This is an optimization exercise on Yosys and OpenROAD, whose aim is small area, not a production implementation. At most, simulation tests tie the RTL to the original design; equivalence was not proved.

==> inputs of v26 <==
Design wallaceTree, start of the top module:
module wallaceTree
(
	input logic clk,
	input logic rstN,
	input logic [337:0] rows,
	input logic inValid,
	output logic [47:0] product,
	output logic outValid
);
clock: 3.0 ns
lec_check: 0
cap_margin: 20
core_margin: 2
core_utilization: 30
gpl_timing_driven: 0
place_density: 0.7
slew_margin: 20
synth_hierarchical: 1
standard.sh (not shown) runs the stock make flow with config.mk's settings and CLKGATE_MAP_FILE= SYNTH_SCRIPT=/design/flow/synth_recipe.tcl, a recipe that flattens the netlist after the stock synthesis.
==> flow/flow/run.sh <==
#!/bin/bash
# Standard layout with smaller port buffers and no CTS dummy loads.
export BUFFER_PORTS_ARGS="-buffer_cell sky130_fd_sc_hd__buf_1"
export CTS_ARGS="-sink_clustering_enable -repair_clock_nets -dont_use_dummy_load -buf_list {sky130_fd_sc_hd__clkbuf_4 sky130_fd_sc_hd__clkbuf_8} -sink_clustering_size 30 -sink_clustering_max_diameter 100"
bash standard.sh > standard.log 2>&1
status=$?
tail -20 standard.log
exit $status
==> v24 (differences from v26) <==
- CORE_UTILIZATION: 30 -> 45
- GPL_TIMING_DRIVEN: 0 -> not set
- PLACE_DENSITY: 0.7 -> not set
==> v38 (differences from v26) <==
--- a/flow/design.v
+++ b/flow/design.v
@@ -6,16 +6,19 @@
 	localparam int productWidth = 48;
 	localparam int pipeDepth = 3;
 endpackage
 `timescale 1ns/1ps
 module fullAdder (input logic a, input logic b, input logic c, output logic s, output logic co);
 	assign s = a ^ b ^ c;
 	assign co = (a & b) | (a & c) | (b & c);
 endmodule
+module sumXor (input logic a, input logic b, output logic y);
+	assign y = a ^ b;
+endmodule
 module halfAdder (input logic a, input logic b, output logic s, output logic co);
 	assign s = a ^ b;
 	assign co = a & b;
 endmodule
 module earlyReducer
 (
 	input logic clk,
 	input logic rstN,
@@ -337,24 +340,24 @@
 	assign w583 = w580 | (w581 & w578);
 	assign w584 = w581 & w579;
 	assign w585 = w583 | (w584 & w582);
 	assign w586 = w578 | (w579 & w582);
 	assign w587 = w562 | (w561 & w575);
 	assign w588 = w566 | (w565 & w582);
 	assign w589 = w570 | (w569 & w586);
 	assign w590 = w574 | (w573 & w585);
-	assign w591 = w559 ^ w558;
-	assign w592 = w561 ^ w575;
-	assign w593 = w563 ^ w587;
-	assign w594 = w565 ^ w582;
-	assign w595 = w567 ^ w588;
-	assign w596 = w569 ^ w586;
-	assign w597 = w571 ^ w589;
-	assign w598 = w573 ^ w585;
+	sumXor uw591 (.a(w559), .b(w558), .y(w591));
+	sumXor uw592 (.a(w561), .b(w575), .y(w592));
+	sumXor uw593 (.a(w563), .b(w587), .y(w593));
+	sumXor uw594 (.a(w565), .b(w582), .y(w594));
+	sumXor uw595 (.a(w567), .b(w588), .y(w595));
+	sumXor uw596 (.a(w569), .b(w586), .y(w596));
+	sumXor uw597 (.a(w571), .b(w589), .y(w597));
+	sumXor uw598 (.a(w573), .b(w585), .y(w598));
 	halfAdder uw599 (.a(w545), .b(w543), .s(w599), .co(w600));
 	fullAdder uw601 (.a(w546), .b(w548), .c(w600), .s(w601), .co(w602));
 	assign w603 = w550 ^ w549 ^ w602;
 	assign w604 = ~w603;
 	always_ff @(posedge clk) begin
 		lowQ[0] <= rows[0];
 		lowQ[1] <= rows[1];
 		lowQ[2] <= w551;
@@ -566,47 +569,47 @@
 	assign l138 = l32 | (l31 & l116);
 	assign l139 = l36 | (l35 & l127);
 	assign l140 = l40 | (l39 & l122);
 	assign l141 = l44 | (l43 & l128);
 	assign l142 = l48 | (l47 & l120);
 	assign l143 = l52 | (l51 & l129);
 	assign l144 = l56 | (l55 & l123);
 	assign l145 = l60 | (l59 & l130);
-	assign l146 = l1 ^ carryQ;
-	assign l147 = l3 ^ l63;
-	assign l148 = l5 ^ l131;
-	assign l149 = l7 ^ l94;
-	assign l150 = l9 ^ l132;
-	assign l151 = l11 ^ l124;
-	assign l152 = l13 ^ l133;
-	assign l153 = l15 ^ l109;
-	assign l154 = l17 ^ l134;
-	assign l155 = l19 ^ l125;
-	assign l156 = l21 ^ l135;
-	assign l157 = l23 ^ l121;
-	assign l158 = l25 ^ l136;
-	assign l159 = l27 ^ l126;
-	assign l160 = l29 ^ l137;
-	assign l161 = l31 ^ l116;
-	assign l162 = l33 ^ l138;
-	assign l163 = l35 ^ l127;
-	assign l164 = l37 ^ l139;
-	assign l165 = l39 ^ l122;
-	assign l166 = l41 ^ l140;
-	assign l167 = l43 ^ l128;
-	assign l168 = l45 ^ l141;
-	assign l169 = l47 ^ l120;
-	assign l170 = l49 ^ l142;
-	assign l171 = l51 ^ l129;
-	assign l172 = l53 ^ l143;
-	assign l173 = l55 ^ l123;
-	assign l174 = l57 ^ l144;
-	assign l175 = l59 ^ l130;
-	assign l176 = l61 ^ l145;
+	sumXor ul146 (.a(l1), .b(carryQ), .y(l146));
+	sumXor ul147 (.a(l3), .b(l63), .y(l147));
+	sumXor ul148 (.a(l5), .b(l131), .y(l148));
+	sumXor ul149 (.a(l7), .b(l94), .y(l149));
+	sumXor ul150 (.a(l9), .b(l132), .y(l150));
+	sumXor ul151 (.a(l11), .b(l124), .y(l151));
+	sumXor ul152 (.a(l13), .b(l133), .y(l152));
+	sumXor ul153 (.a(l15), .b(l109), .y(l153));
+	sumXor ul154 (.a(l17), .b(l134), .y(l154));
+	sumXor ul155 (.a(l19), .b(l125), .y(l155));
+	sumXor ul156 (.a(l21), .b(l135), .y(l156));
+	sumXor ul157 (.a(l23), .b(l121), .y(l157));
+	sumXor ul158 (.a(l25), .b(l136), .y(l158));
+	sumXor ul159 (.a(l27), .b(l126), .y(l159));
+	sumXor ul160 (.a(l29), .b(l137), .y(l160));
+	sumXor ul161 (.a(l31), .b(l116), .y(l161));
+	sumXor ul162 (.a(l33), .b(l138), .y(l162));
+	sumXor ul163 (.a(l35), .b(l127), .y(l163));
+	sumXor ul164 (.a(l37), .b(l139), .y(l164));
+	sumXor ul165 (.a(l39), .b(l122), .y(l165));
+	sumXor ul166 (.a(l41), .b(l140), .y(l166));
+	sumXor ul167 (.a(l43), .b(l128), .y(l167));
+	sumXor ul168 (.a(l45), .b(l141), .y(l168));
+	sumXor ul169 (.a(l47), .b(l120), .y(l169));
+	sumXor ul170 (.a(l49), .b(l142), .y(l170));
+	sumXor ul171 (.a(l51), .b(l129), .y(l171));
+	sumXor ul172 (.a(l53), .b(l143), .y(l172));
+	sumXor ul173 (.a(l55), .b(l123), .y(l173));
+	sumXor ul174 (.a(l57), .b(l144), .y(l174));
+	sumXor ul175 (.a(l59), .b(l130), .y(l175));
+	sumXor ul176 (.a(l61), .b(l145), .y(l176));
 	assign l177 = pairQ[62] ^ l119;
 	assign l178 = l119 & pairQ[62];
 	assign l179 = pairQ[63] ^ l178;
 	assign l180 = l178 & pairQ[63];
 	assign l181 = pairQ[64] ^ l180;
 	always_ff @(posedge clk) begin
 		sumQ[13:0] <= lowQ;
 		sumQ[14] <= l146;
- PLACE_DENSITY: 0.7 -> not set
==> metrics.md <==
| Metric | Value |
|---|---|
| Nets@finish | 1741 |
| M2 GR Usage | 0.334 |
| Fmax achieved | 348 MHz |
| Status | complete, no violations |
| Synth unique cells | 34 |
| Logic inverters | 28 |
# the run above: v24

==> metrics.md <==
| Metric | Value |
|---|---|
| Status | complete, no violations |
| Synth unique cells | 35 |
| Logic inverters | 25 |
| M2 GR Usage | 0.222 |
| Core area | 34600 um^2 |
| Fmax achieved | 349 MHz |
# the run above: v38

==> metrics.md <==
| Metric | Value |
|---|---|
| I/O Buffers | 387 |
| Status | complete, no violations |
| Synth unique cells | 34 |
| Nets@finish | 1736 |
| M2 GR Usage | 0.235 |
| Fmax achieved | 343 MHz |
| Logic inverters | 28 |
# the run above: v26

The RTL of v38 was laid out without a check of its function.

## static timing again, ports no longer ideal
No port has a modelled driver above. Below, the same layouts with a new extraction and two added sets of constraints.
Step 1 sets driving cells, clkbuf_16 on the clock port and buf_2 on the other inputs (assumed; they add their load-dependent delay and slew).
Step 2 also shifts input and output timing later by t, the mid clock arrival at the registers, as if the neighbouring blocks saw the same clock.
a / b / c = no drivers / after step 1 / after step 2; a / b = the first two.
run	t (ns)	setup slack, ns	latest minus earliest clock arrival (ns)	slew at the worst register clock pin (ns)	cell pins on the clock port's net
v26	0.502	0.085 / 0.105 / -0.398	0.021 / 0.021	0.09 / 0.09	1
v24	0.471	0.131 / 0.146 / -0.324	0.035 / 0.035	0.09 / 0.09	1
v38	0.481	0.135 / 0.152 / -0.329	0.026 / 0.026	0.09 / 0.09	1
With both steps, setup timing fails in every run listed, where it was met with ideal ports. For v26, which loses most, drivers alone change the setup slack by +0.020 ns; drivers and shift together by -0.483 ns.
